From an optimization exercise on the open Yosys and OpenROAD flow, aimed at small area; shortcuts taken in it are not production practice. Only simulation tests tie the RTL to the original design; equivalence was not proved.

==> inputs of quartz <==
==> flow/design.v <==
package icb_pkg;
  localparam int XLEN   = 32;
  localparam int ADDR_W = 32;
  typedef logic [ADDR_W-1:0] addr_t;
  typedef logic [XLEN-1:0]   data_t;
  localparam addr_t CLINT_BASE = 32'h0200_0000;
  localparam addr_t PLIC_BASE  = 32'h0C00_0000;
  localparam addr_t GPIO_BASE  = 32'h1001_2000;
  localparam addr_t REGION_MASK = 32'hFFFF_0000;
  localparam logic [1:0] TGT_CLINT = 2'd0;
  localparam logic [1:0] TGT_PLIC  = 2'd1;
  localparam logic [1:0] TGT_GPIO  = 2'd2;
  localparam logic [1:0] TGT_NONE  = 2'd3;
endpackage
package perip_pkg;
  localparam int OFS_W = 16;
  typedef logic [OFS_W-1:0] ofs_t;
  localparam ofs_t CLINT_MSIP        = 16'h0000;
  localparam ofs_t CLINT_MTIMECMP_LO = 16'h4000;
  localparam ofs_t CLINT_MTIMECMP_HI = 16'h4004;
  localparam ofs_t CLINT_MTIME_LO    = 16'hBFF8;
  localparam ofs_t CLINT_MTIME_HI    = 16'hBFFC;
  localparam ofs_t PLIC_CLAIM   = 16'h0004;
  localparam ofs_t PLIC_PENDING = 16'h1000;
  localparam ofs_t PLIC_ENABLE  = 16'h2000;
  localparam int NUM_SRC  = 3;
  localparam int SRC_WDG  = 1;
  localparam int SRC_RTC  = 2;
  localparam int SRC_GPIO = 3;
  localparam int SRC_ID_W = $clog2(NUM_SRC + 1);
  localparam ofs_t GPIO_INPUT_VAL  = 16'h0000;
  localparam ofs_t GPIO_OUTPUT_EN  = 16'h0008;
  localparam ofs_t GPIO_OUTPUT_VAL = 16'h000C;
  localparam ofs_t GPIO_HIGH_IE    = 16'h0028;
  localparam int INSP_ADDR_W = 22;
  localparam int INSP_W      = 32;
endpackage
import icb_pkg::*;
import perip_pkg::*;
module subsys_main
#(
  parameter int GPIO_W      = 32,
  parameter int SYNC_STAGES = 2
) (
  input  logic              hfclk,
  input  logic              reset,
  input  logic              inspect_mode,
  input  logic              inspect_por_rst,
  input  logic              inspect_32k_clk,
  input  logic              inspect_jtag_clk,
  input  logic              aon_wdg_irq_a,
  input  logic              aon_rtc_irq_a,
  input  logic              aon_rtc_toggle_a,
  input  logic              tm_stop,
  input  logic              icb_cmd_valid,
  output logic              icb_cmd_ready,
  input  logic [ADDR_W-1:0] icb_cmd_addr,
  input  logic              icb_cmd_read,
  input  logic [XLEN-1:0]   icb_cmd_wdata,
  output logic              icb_rsp_valid,
  input  logic              icb_rsp_ready,
  output logic              icb_rsp_err,
  output logic [XLEN-1:0]   icb_rsp_rdata,
  input  logic [GPIO_W-1:0] gpio_a_i_ival,
  output logic [GPIO_W-1:0] gpio_a_o_oval,
  output logic [GPIO_W-1:0] gpio_a_o_oe,
  output logic              ext_irq,
  output logic              sft_irq,
  output logic              tmr_irq
);
  logic                   rsp_pend;
  logic [XLEN-1:0]        rsp_data;
  logic                   rsp_err;
  logic [INSP_ADDR_W-1:0] last_addr;
  logic [1:0]             toggle_sync;
  logic                   toggle_q;
  logic [63:0]            mtime;
  logic [63:0]            mtimecmp;
  logic                   msip;
  logic [3:1]             pending;
  logic [3:1]             enable;
  logic [GPIO_W-1:0]      gpio_s0, in_val;
  logic [GPIO_W-1:0]      out_en, out_val, high_ie;
  logic [15:0] ofs;
  logic        r_clint, r_plic, r_gpio;
  logic        s_msip, s_cmp_lo, s_cmp_hi, s_mt_lo, s_mt_hi;
  logic        s_claim, s_pend, s_en;
  logic        s_in, s_oe, s_ov, s_ie;
  logic        hit_any;
  logic        cmd_fire, wr;
  assign ofs     = icb_cmd_addr[15:0];
  assign r_clint = icb_cmd_addr[31:16] == 16'h0200;
  assign r_plic  = icb_cmd_addr[31:16] == 16'h0C00;
  assign r_gpio  = icb_cmd_addr[31:16] == 16'h1001;
  assign s_msip   = r_clint & (ofs == 16'h0000);
  assign s_cmp_lo = r_clint & (ofs == 16'h4000);
  assign s_cmp_hi = r_clint & (ofs == 16'h4004);
  assign s_mt_lo  = r_clint & (ofs == 16'hBFF8);
  assign s_mt_hi  = r_clint & (ofs == 16'hBFFC);
  assign s_claim  = r_plic  & (ofs == 16'h0004);
  assign s_pend   = r_plic  & (ofs == 16'h1000);
  assign s_en     = r_plic  & (ofs == 16'h2000);
  assign s_in     = r_gpio  & (ofs == 16'h2000);
  assign s_oe     = r_gpio  & (ofs == 16'h2008);
  assign s_ov     = r_gpio  & (ofs == 16'h200C);
  assign s_ie     = r_gpio  & (ofs == 16'h2028);
  assign hit_any = s_msip | s_cmp_lo | s_cmp_hi | s_mt_lo | s_mt_hi |
                   s_claim | s_pend | s_en | s_in | s_oe | s_ov | s_ie;
  assign icb_cmd_ready = ~rsp_pend | icb_rsp_ready;
  assign icb_rsp_valid = rsp_pend;
  assign cmd_fire      = icb_cmd_valid & icb_cmd_ready;
  assign wr            = cmd_fire & ~icb_cmd_read;
  logic [3:1] hit;
  logic [1:0] claim_id;
  logic [3:1] claim_clr;
  logic       gpio_irq;
  assign gpio_irq = |(in_val & high_ie);
  assign hit      = pending & enable;
  assign ext_irq  = |hit;
  assign claim_id = hit[1] ? 2'd1 : hit[2] ? 2'd2 : hit[3] ? 2'd3 : 2'd0;
  always_comb begin
    claim_clr = '0;
    if (cmd_fire && icb_cmd_read && s_claim)
      claim_clr = hit & ~(hit - 3'd1);
  end
  always_ff @(posedge hfclk) begin
    if (reset) begin
      pending <= '0;
      enable  <= '0;
    end else begin
      pending <= (pending & ~claim_clr) | {gpio_irq, aon_rtc_irq_a, aon_wdg_irq_a};
      if (wr && s_en)
        enable <= icb_cmd_wdata[3:1];
    end
  end
  logic        tick;
  logic [63:0] mtime_inc;
  assign tick      = toggle_sync[1] & ~toggle_q;
  assign mtime_inc = mtime + {63'd0, tick & ~tm_stop};
  always_ff @(posedge hfclk) begin
    if (reset) begin
      toggle_sync <= '0;
      toggle_q    <= 1'b0;
      msip        <= 1'b0;
      mtime       <= '0;
      mtimecmp    <= '1;
    end else begin
      toggle_sync <= {toggle_sync[0], aon_rtc_toggle_a};
      toggle_q    <= toggle_sync[1];
      mtime[31:0]  <= (wr && s_mt_lo) ? icb_cmd_wdata : mtime_inc[31:0];
      mtime[63:32] <= (wr && s_mt_hi) ? icb_cmd_wdata : mtime_inc[63:32];
      if (wr && s_msip)   msip            <= icb_cmd_wdata[0];
      if (wr && s_cmp_lo) mtimecmp[31:0]  <= icb_cmd_wdata;
      if (wr && s_cmp_hi) mtimecmp[63:32] <= icb_cmd_wdata;
    end
  end
  assign sft_irq = msip;
  assign tmr_irq = mtime >= mtimecmp;
  always_ff @(posedge hfclk) begin
    gpio_s0 <= gpio_a_i_ival;
    in_val  <= gpio_s0;
  end
  always_ff @(posedge hfclk) begin
    if (reset) begin
      out_en  <= '0;
      out_val <= '0;
      high_ie <= '0;
    end else begin
      if (wr && s_oe) out_en  <= icb_cmd_wdata;
      if (wr && s_ov) out_val <= icb_cmd_wdata;
      if (wr && s_ie) high_ie <= icb_cmd_wdata;
    end
  end
  logic [31:0] insp_vec;
  assign insp_vec = {tmr_irq, sft_irq, inspect_32k_clk, inspect_por_rst, ext_irq,
                     inspect_jtag_clk, icb_rsp_ready, icb_rsp_valid, icb_cmd_ready,
                     icb_cmd_valid, last_addr};
  assign gpio_a_o_oe   = inspect_mode ? '1 : out_en;
  assign gpio_a_o_oval = inspect_mode ? insp_vec : out_val;
  logic [31:0] rd_data;
  logic        rd;
  assign rd = icb_cmd_read;
  always_comb begin
    rd_data = ({32{rd & s_cmp_lo}} & mtimecmp[31:0])
            | ({32{rd & s_cmp_hi}} & mtimecmp[63:32])
            | ({32{rd & s_mt_lo}}  & mtime[31:0])
            | ({32{rd & s_mt_hi}}  & mtime[63:32])
            | ({32{rd & s_in}}     & in_val)
            | ({32{rd & s_oe}}     & out_en)
            | ({32{rd & s_ov}}     & out_val)
            | ({32{rd & s_ie}}     & high_ie);
    rd_data[0]   = rd_data[0] | (rd & s_msip & msip) | (rd & s_claim & claim_id[0]);
    rd_data[1]   = rd_data[1] | (rd & s_claim & claim_id[1]) | (rd & s_pend & pending[1]) | (rd & s_en & enable[1]);
    rd_data[3:2] = rd_data[3:2] | ({2{rd & s_pend}} & pending[3:2]) | ({2{rd & s_en}} & enable[3:2]);
  end
  always_ff @(posedge hfclk) begin
    if (reset) begin
      rsp_pend  <= 1'b0;
      last_addr <= '0;
    end else begin
      if (cmd_fire) begin
        rsp_pend  <= 1'b1;
        last_addr <= icb_cmd_addr[INSP_ADDR_W-1:0];
      end else if (icb_rsp_ready) begin
        rsp_pend  <= 1'b0;
      end
    end
  end
  always_ff @(posedge hfclk) begin
    if (icb_cmd_ready) begin
      rsp_data <= rd_data;
      rsp_err  <= ~hit_any;
    end
  end
  assign icb_rsp_rdata = rsp_data;
  assign icb_rsp_err   = rsp_err;
endmodule
==> flow/run.sh <==
#!/bin/bash
# synth_recipe.tcl (not shown) runs the flow's synth.tcl, then flattens the netlist and writes it again
# the make line also repeats each setting of config.mk as NAME=value (left out here)
make -C /OpenROAD-flow-scripts/flow DESIGN_CONFIG=/design/flow/config.mk WORK_HOME=/design/flow/orfs CLKGATE_MAP_FILE= SYNTH_SCRIPT=/design/flow/synth_recipe.tcl finish
==> flow/config.mk <==
export PLATFORM = sky130hd
export DESIGN_NAME = subsys_main
export DESIGN_NICKNAME = subsys_main
export VERILOG_FILES = /design/flow/design.v
export SDC_FILE = /design/flow/constraint.sdc
export NUM_CORES = 4
export LEC_CHECK = 0
export CAP_MARGIN = 20
export CORE_MARGIN = 2
export CORE_UTILIZATION = 40
export SLEW_MARGIN = 20
==> flow/constraint.sdc <==
create_clock -name core_clock -period 5.0 [get_ports {hfclk}]
set_input_delay 1.0000 -clock core_clock [delete_from_list [all_inputs] [get_ports {hfclk}]]
set_output_delay 1.0000 -clock core_clock [all_outputs]
set_load 0.01 [all_outputs]
==> willow (differences from quartz) <==
==> flow/design.v, changed modules only <==
module subsys_main
#(
  parameter int GPIO_W      = 32,
  parameter int SYNC_STAGES = 2
) (
  input  logic              hfclk,
  input  logic              reset,
  input  logic              inspect_mode,
  input  logic              inspect_por_rst,
  input  logic              inspect_32k_clk,
  input  logic              inspect_jtag_clk,
  input  logic              aon_wdg_irq_a,
  input  logic              aon_rtc_irq_a,
  input  logic              aon_rtc_toggle_a,
  input  logic              tm_stop,
  input  logic              icb_cmd_valid,
  output logic              icb_cmd_ready,
  input  logic [ADDR_W-1:0] icb_cmd_addr,
  input  logic              icb_cmd_read,
  input  logic [XLEN-1:0]   icb_cmd_wdata,
  output logic              icb_rsp_valid,
  input  logic              icb_rsp_ready,
  output logic              icb_rsp_err,
  output logic [XLEN-1:0]   icb_rsp_rdata,
  input  logic [GPIO_W-1:0] gpio_a_i_ival,
  output logic [GPIO_W-1:0] gpio_a_o_oval,
  output logic [GPIO_W-1:0] gpio_a_o_oe,
  output logic              ext_irq,
  output logic              sft_irq,
  output logic              tmr_irq
);
  logic                   rsp_pend;
  logic [XLEN-1:0]        rsp_data;
  logic                   rsp_err;
  logic [INSP_ADDR_W-1:0] last_addr;
  logic [1:0]             toggle_sync;
  logic                   toggle_q;
  logic [63:0]            mtime;
  logic [63:0]            mtimecmp;
  logic                   msip;
  logic [3:1]             pending;
  logic [3:1]             enable;
  logic [GPIO_W-1:0]      gpio_s0, in_val;
  logic [GPIO_W-1:0]      out_en, out_val, high_ie;
  logic [15:0] ofs;
  logic        r_clint, r_plic, r_gpio;
  logic        s_msip, s_cmp_lo, s_cmp_hi, s_mt_lo, s_mt_hi;
  logic        s_claim, s_pend, s_en;
  logic        s_in, s_oe, s_ov, s_ie;
  logic        hit_any;
  logic        cmd_fire, wr;
  assign ofs     = icb_cmd_addr[15:0];
  assign r_clint = icb_cmd_addr[31:16] == 16'h0200;
  assign r_plic  = icb_cmd_addr[31:16] == 16'h0C00;
  assign r_gpio  = icb_cmd_addr[31:16] == 16'h1001;
  assign s_msip   = r_clint & (ofs == 16'h0000);
  assign s_cmp_lo = r_clint & (ofs == 16'h4000);
  assign s_cmp_hi = r_clint & (ofs == 16'h4004);
  assign s_mt_lo  = r_clint & (ofs == 16'hBFF8);
  assign s_mt_hi  = r_clint & (ofs == 16'hBFFC);
  assign s_claim  = r_plic  & (ofs == 16'h0004);
  assign s_pend   = r_plic  & (ofs == 16'h1000);
  assign s_en     = r_plic  & (ofs == 16'h2000);
  assign s_in     = r_gpio  & (ofs == 16'h2000);
  assign s_oe     = r_gpio  & (ofs == 16'h2008);
  assign s_ov     = r_gpio  & (ofs == 16'h200C);
  assign s_ie     = r_gpio  & (ofs == 16'h2028);
  assign hit_any = s_msip | s_cmp_lo | s_cmp_hi | s_mt_lo | s_mt_hi |
                   s_claim | s_pend | s_en | s_in | s_oe | s_ov | s_ie;
  assign icb_cmd_ready = ~rsp_pend | icb_rsp_ready;
  assign icb_rsp_valid = rsp_pend;
  assign cmd_fire      = icb_cmd_valid & icb_cmd_ready;
  assign wr            = cmd_fire & ~icb_cmd_read;
  logic [3:1] hit;
  logic [1:0] claim_id;
  logic [3:1] claim_clr;
  logic       gpio_irq;
  assign gpio_irq = |(in_val & high_ie);
  assign hit      = pending & enable;
  assign ext_irq  = |hit;
  assign claim_id = hit[1] ? 2'd1 : hit[2] ? 2'd2 : hit[3] ? 2'd3 : 2'd0;
  always_comb begin
    claim_clr = '0;
    if (cmd_fire && icb_cmd_read && s_claim)
      claim_clr = hit & ~(hit - 3'd1);
  end
  always_ff @(posedge hfclk) begin
    if (reset) begin
      pending <= '0;
      enable  <= '0;
    end else begin
      pending <= (pending & ~claim_clr) | {gpio_irq, aon_rtc_irq_a, aon_wdg_irq_a};
      if (wr && s_en)
        enable <= icb_cmd_wdata[3:1];
    end
  end
  logic        tick;
  logic [63:0] mtime_inc;
  assign tick      = toggle_sync[1] & ~toggle_q;
  assign mtime_inc = mtime + {63'd0, tick & ~tm_stop};
  always_ff @(posedge hfclk) begin
    if (reset) begin
      toggle_sync <= '0;
      toggle_q    <= 1'b0;
      msip        <= 1'b0;
    end else begin
      toggle_sync <= {toggle_sync[0], aon_rtc_toggle_a};
      toggle_q    <= toggle_sync[1];
      if (wr && s_msip)   msip            <= icb_cmd_wdata[0];
    end
  end
  logic ld_cl, ld_ch;
  assign ld_cl = wr & s_cmp_lo;
  assign ld_ch = wr & s_cmp_hi;
  always_ff @(posedge hfclk) begin
    mtimecmp[31:0]  <= {32{reset}} | (icb_cmd_wdata & {32{ld_cl}}) | (mtimecmp[31:0]  & {32{~ld_cl}});
    mtimecmp[63:32] <= {32{reset}} | (icb_cmd_wdata & {32{ld_ch}}) | (mtimecmp[63:32] & {32{~ld_ch}});
  end
  logic ld_ml, ld_mh, kp_ml, kp_mh;
  assign ld_ml = ~reset & wr & s_mt_lo;
  assign ld_mh = ~reset & wr & s_mt_hi;
  assign kp_ml = ~reset & ~(wr & s_mt_lo);
  assign kp_mh = ~reset & ~(wr & s_mt_hi);
  always_ff @(posedge hfclk) begin
    mtime[31:0]  <= (icb_cmd_wdata & {32{ld_ml}}) | (mtime_inc[31:0]  & {32{kp_ml}});
    mtime[63:32] <= (icb_cmd_wdata & {32{ld_mh}}) | (mtime_inc[63:32] & {32{kp_mh}});
  end
  assign sft_irq = msip;
  logic [63:0] cg [7];
  logic [63:0] cp [7];
  assign cg[0] = mtime & ~mtimecmp;
  assign cp[0] = mtime | ~mtimecmp;
  for (genvar l = 0; l < 6; l++) begin : g_cmp
    for (genvar k = 0; k < (64 >> (l + 1)); k++) begin : g_node
      assign cg[l+1][k] = cg[l][2*k+1] | (cp[l][2*k+1] & cg[l][2*k]);
      assign cp[l+1][k] = cp[l][2*k+1] & cp[l][2*k];
    end
    assign cg[l+1][63:(64 >> (l + 1))] = '0;
    assign cp[l+1][63:(64 >> (l + 1))] = '0;
  end
  assign tmr_irq = cg[6][0] | cp[6][0];
  always_ff @(posedge hfclk) begin
    gpio_s0 <= gpio_a_i_ival;
    in_val  <= gpio_s0;
  end
  logic ld_oe, ld_ov, ld_ie, hd_oe, hd_ov, hd_ie;
  assign ld_oe = ~reset & wr & s_oe;
  assign ld_ov = ~reset & wr & s_ov;
  assign ld_ie = ~reset & wr & s_ie;
  assign hd_oe = ~reset & ~(wr & s_oe);
  assign hd_ov = ~reset & ~(wr & s_ov);
  assign hd_ie = ~reset & ~(wr & s_ie);
  always_ff @(posedge hfclk) begin
    out_en  <= (icb_cmd_wdata & {32{ld_oe}}) | (out_en  & {32{hd_oe}});
    out_val <= (icb_cmd_wdata & {32{ld_ov}}) | (out_val & {32{hd_ov}});
    high_ie <= (icb_cmd_wdata & {32{ld_ie}}) | (high_ie & {32{hd_ie}});
  end
  logic [31:0] insp_vec;
  assign insp_vec = {tmr_irq, sft_irq, inspect_32k_clk, inspect_por_rst, ext_irq,
                     inspect_jtag_clk, icb_rsp_ready, icb_rsp_valid, icb_cmd_ready,
                     icb_cmd_valid, last_addr};
  assign gpio_a_o_oe   = inspect_mode ? '1 : out_en;
  assign gpio_a_o_oval = inspect_mode ? insp_vec : out_val;
  logic [31:0] rd_data;
  logic        rd;
  assign rd = icb_cmd_read;
  always_comb begin
    rd_data = ({32{rd & s_cmp_lo}} & mtimecmp[31:0])
            | ({32{rd & s_cmp_hi}} & mtimecmp[63:32])
            | ({32{rd & s_mt_lo}}  & mtime[31:0])
            | ({32{rd & s_mt_hi}}  & mtime[63:32])
            | ({32{rd & s_in}}     & in_val)
            | ({32{rd & s_oe}}     & out_en)
            | ({32{rd & s_ov}}     & out_val)
            | ({32{rd & s_ie}}     & high_ie);
    rd_data[0]   = rd_data[0] | (rd & s_msip & msip) | (rd & s_claim & claim_id[0]);
    rd_data[1]   = rd_data[1] | (rd & s_claim & claim_id[1]) | (rd & s_pend & pending[1]) | (rd & s_en & enable[1]);
    rd_data[3:2] = rd_data[3:2] | ({2{rd & s_pend}} & pending[3:2]) | ({2{rd & s_en}} & enable[3:2]);
  end
  always_ff @(posedge hfclk) begin
    if (reset) begin
      rsp_pend  <= 1'b0;
    end else begin
      if (cmd_fire) begin
        rsp_pend  <= 1'b1;
      end else if (icb_rsp_ready) begin
        rsp_pend  <= 1'b0;
      end
    end
  end
  logic ld_la, kp_la;
  assign ld_la = ~reset & cmd_fire;
  assign kp_la = ~reset & ~cmd_fire;
  always_ff @(posedge hfclk) begin
    last_addr <= (icb_cmd_addr[INSP_ADDR_W-1:0] & {INSP_ADDR_W{ld_la}}) | (last_addr & {INSP_ADDR_W{kp_la}});
  end
  always_ff @(posedge hfclk) begin
    if (icb_cmd_ready) begin
      rsp_data <= rd_data;
      rsp_err  <= ~hit_any;
    end
  end
  assign icb_rsp_rdata = rsp_data;
  assign icb_rsp_err   = rsp_err;
endmodule
==> flow/flow/run.sh (new file) <==
#!/bin/bash
# The standard layout (standard.sh) with these changes:
#  - port buffers use the smallest buffer cell (sky130_fd_sc_hd__buf_1)
#  - the clock tree uses clkbuf_16 leaf buffers (clkbuf_4 above them) with larger
#    sink clusters and no dummy loads
# Floorplan, power grid, tap cells, placement and routing are the standard ones.
set -euo pipefail
WORK=$(pwd)
export OWN_ABC_SCRIPT="$WORK/flow/abc_area.script"
bash standard.sh \
  "SYNTH_SCRIPT=$WORK/flow/synth.tcl" \
  "BUFFER_PORTS_ARGS=-buffer_cell sky130_fd_sc_hd__buf_1" \
  "CTS_ARGS=-sink_clustering_enable -repair_clock_nets -dont_use_dummy_load -buf_list sky130_fd_sc_hd__clkbuf_16 -root_buf sky130_fd_sc_hd__clkbuf_4 -sink_clustering_size 24 -sink_clustering_max_diameter 100" \
  finish > "$WORK/standard_flow.log" 2>&1
==> flow/flow/abc_area.script (new file) <==
&get -n
&st
&dch
&nf -R 1000 -p
&st
&syn4
&if -g -K 6
&synch2
&nf -R 1000 -p
&st
&syn4
&if -g -K 6
&synch2
&nf -R 1000 -p
&st
&syn4
&dch
&nf -R 1000 -p -a
&put
topo
stime -c
==> flow/flow/synth.tcl (new file) <==
proc synth {args} { yosys synth -nofsm -noshare {*}$args }
proc abc {args} {
  set i [lsearch $args -script]
  lset args [expr {$i + 1}] $::env(OWN_ABC_SCRIPT)
  yosys abc {*}$args
}
source $::env(SCRIPTS_DIR)/synth.tcl
# left out here: clear keep_hierarchy, flatten, clean up, hide names made inside functions, write 1_2_yosys.v
==> flow/standard.sh (new file) <==
#!/bin/bash
# synth_recipe.tcl (not shown) runs the flow's synth.tcl, then flattens the netlist and writes it again
# the make line also repeats each setting of config.mk as NAME=value (left out here)
make -C /OpenROAD-flow-scripts/flow DESIGN_CONFIG=/design/flow/config.mk WORK_HOME=/design/flow/orfs CLKGATE_MAP_FILE= SYNTH_SCRIPT=/design/flow/synth_recipe.tcl "${@:-finish}"
- CORE_UTILIZATION: 40 -> 60
removed: flow/run.sh
==> notes <==
Between quartz and willow, the lower sequential share of layout area is in quartz (gap 9.5 points). In sequential cell count, quartz and willow do not differ. Of quartz and willow, quartz has the higher register-to-register slack (gap 820 ps). Count of clock-buffer cells in the layout: willow is lower than quartz (41). Between quartz and willow, the lower first-iteration DRC count is in quartz (gap 27%, measured against willow). Of willow and quartz, quartz has the higher die area (gap 42%, measured against quartz). Between willow and quartz, the lower cell area is in willow (gap 21%, measured against quartz). In willow the wire length is lower than in quartz, by about 18%.

## re-timing with driven ports
The flow's constraints put no driver on any port. The routed layouts listed below were extracted and timed again, unchanged, in two steps. Step 1 assumes that a clkbuf_16 drives the clock port and a buf_2 every other input. Step 2 moves the port delays by t, midway between the first and last clock arrival at a register: inputs arrive t later, outputs are due t later. That takes back most of the time a late clock gives input paths. Three values: ideal, step 1, step 2; two values: the first two.
run | shift t [ns] | slack for setup (ns) | hold WS [ns] | worst data-port slew with drivers (ns)
quartz | 0.606 | 0.286 / 0.234 / 0.800 | 0.325 / 0.325 / 0.325 | 0.06
willow | 0.802 | 0.146 / 0.100 / 0.454 | 0.302 / 0.299 / 0.302 | 0.04
After both steps every run listed still meets setup and hold.
